What follows belongs to an exercise in optimizing a design on an open flow for small area and a short achievable clock period; a production flow would make more cautious choices. In this exercise RTL edits were held to simulation tests only and were not proved equivalent to the original.

## before
==> flow/design.v <==
module apb_slave_regbank #(
  parameter int                          NUM_SLAVES  = 3,
  parameter int                          ADDR_WIDTH  = 32,
  parameter int                          DATA_WIDTH  = 32,
  parameter int                          DEPTH       = 16,
  parameter int                          WAIT_CYCLES = 0,
  parameter logic [DATA_WIDTH-1:0]       RESET_VALUE = '0
) (
  input  logic                    pclk,
  input  logic                    presetn,
  input  logic [NUM_SLAVES-1:0]   psel,
  input  logic                    penable,
  input  logic                    pwrite,
  input  logic [ADDR_WIDTH-1:0]   paddr,
  input  logic [DATA_WIDTH-1:0]   pwdata,
  input  logic [DATA_WIDTH/8-1:0] pstrb,
  output logic [DATA_WIDTH-1:0]   prdata,
  output logic                    pready,
  output logic                    pslverr
);
  localparam int NB  = DATA_WIDTH / 8;
  localparam int LSB = $clog2(NB);
  localparam int IW  = $clog2(DEPTH);
  localparam int NW  = NUM_SLAVES * DEPTH;
  logic [DATA_WIDTH-1:0] mem [NW];
  logic [NW-1:0]         valid;
  logic                  acc;                  
  logic                  err_q, wok_q;
  logic [NUM_SLAVES-1:0] bank_q;
  logic [IW-1:0]         word_q;
  logic [DATA_WIDTH-1:0] rd_q;
  logic [IW-1:0]         word;
  logic                  onehot, err;
  logic [NW-1:0]         rsel, wsel;
  logic [DATA_WIDTH-1:0] rd, wd;
  assign word   = paddr[LSB +: IW];
  assign onehot = (psel != '0) && ((psel & (psel - 1'b1)) == '0);
  assign err    = !onehot || (paddr[LSB-1:0] != '0) || ((paddr >> (LSB + IW)) != '0);
  always_comb begin
    for (int s = 0; s < NUM_SLAVES; s++)
      for (int w = 0; w < DEPTH; w++)
        rsel[s*DEPTH+w] = psel[s] && (word == IW'(w)) && valid[s*DEPTH+w];
    rd = '0;
    for (int i = 0; i < NW; i++) rd |= mem[i] & {DATA_WIDTH{rsel[i]}};
    if (pwrite || err) rd = '0;
  end
  always_ff @(posedge pclk) begin
    rd_q   <= rd;
    err_q  <= err;
    wok_q  <= pwrite && !err;
    bank_q <= psel;
    word_q <= word;
  end
  always_ff @(posedge pclk or negedge presetn)
    if (!presetn) acc <= 1'b0;
    else          acc <= (psel != '0) && !penable;
  assign pready  = acc;
  assign pslverr = err_q;
  assign prdata  = rd_q;
  always_comb begin
    for (int s = 0; s < NUM_SLAVES; s++)
      for (int w = 0; w < DEPTH; w++)
        wsel[s*DEPTH+w] = acc && wok_q && bank_q[s] && (word_q == IW'(w));
    for (int b = 0; b < NB; b++) wd[8*b +: 8] = pstrb[b] ? pwdata[8*b +: 8] : 8'd0;
  end
  always_ff @(posedge pclk or negedge presetn)
    if (!presetn) valid <= '0;
    else          valid <= valid | wsel;
  always_ff @(posedge pclk)
    for (int i = 0; i < NW; i++)
      for (int b = 0; b < NB; b++)
        if (wsel[i] && (pstrb[b] || !valid[i])) mem[i][8*b +: 8] <= wd[8*b +: 8];
endmodule
Settings: LEC_CHECK=0, ABC_CLOCK_PERIOD_IN_PS=2500, CAP_MARGIN=20, CORE_MARGIN=2, CORE_UTILIZATION=60, SETUP_SLACK_MARGIN=3.5, SLEW_MARGIN=20; clock period 6.0 ns.
run.sh (not shown) runs the stock make flow with config.mk's settings and CLKGATE_MAP_FILE= SYNTH_SCRIPT=/design/flow/synth_recipe.tcl, a recipe that flattens the netlist after the stock synthesis.
For after, these inputs were changed with respect to before:
# before
export LEC_CHECK = 0
export ABC_CLOCK_PERIOD_IN_PS = 2500
export CAP_MARGIN = 20
export CORE_MARGIN = 2
export CORE_UTILIZATION = 60
export SETUP_SLACK_MARGIN = 3.5
export SLEW_MARGIN = 20
create_clock -name core_clock -period 6.0 [get_ports {pclk}]
# after
export LEC_CHECK = 0
export CAP_MARGIN = 20
export CORE_MARGIN = 2
export CORE_UTILIZATION = 40
export SETUP_SLACK_MARGIN = 0.3
export SLEW_MARGIN = 20
create_clock -name core_clock -period 6.0 [get_ports {pclk}]
### Flow results
Comparing number of buffers outside the clock class in the layout for after and before, the smaller number came from after. Run comparison: before cell at the slowest stage of the critical path sky130_fd_sc_hd__dfxtp_1; after cell at the slowest stage of the critical path sky130_fd_sc_hd__clkdlybuf4s50_1. Result: PASS for each of after and before. Summary of after over before: achievable clock frequency went down; smallest setup slack after layout down 1280 ps.

afterwards: timing with drivers on the ports:
How much do the figures lean on ideal ports? The routed layouts below were timed once more, with nothing changed but the port constraints. Step 1 sets driving cells, clkbuf_16 on the clock port and buf_2 on the other inputs (assumed; they add their load-dependent delay and slew). Step 2 also shifts input and output timing later by t, the mid clock arrival at the registers, as if the neighbouring blocks saw the same clock. Three values: no drivers, after step 1, after step 2; two values: the first two.
run | t (ns) | setup slack, ns | worst register clock-pin slew, ns
before | 0.869 | 3.074 / 3.074 / 2.279 | 0.08 / 0.08
after | 0.874 | 1.793 / 1.852 / 0.978 | 0.07 / 0.07
After both steps setup and hold are still met in every run listed. For after, which loses most, drivers alone change the setup slack by +0.059 ns; drivers and shift together by -0.815 ns.
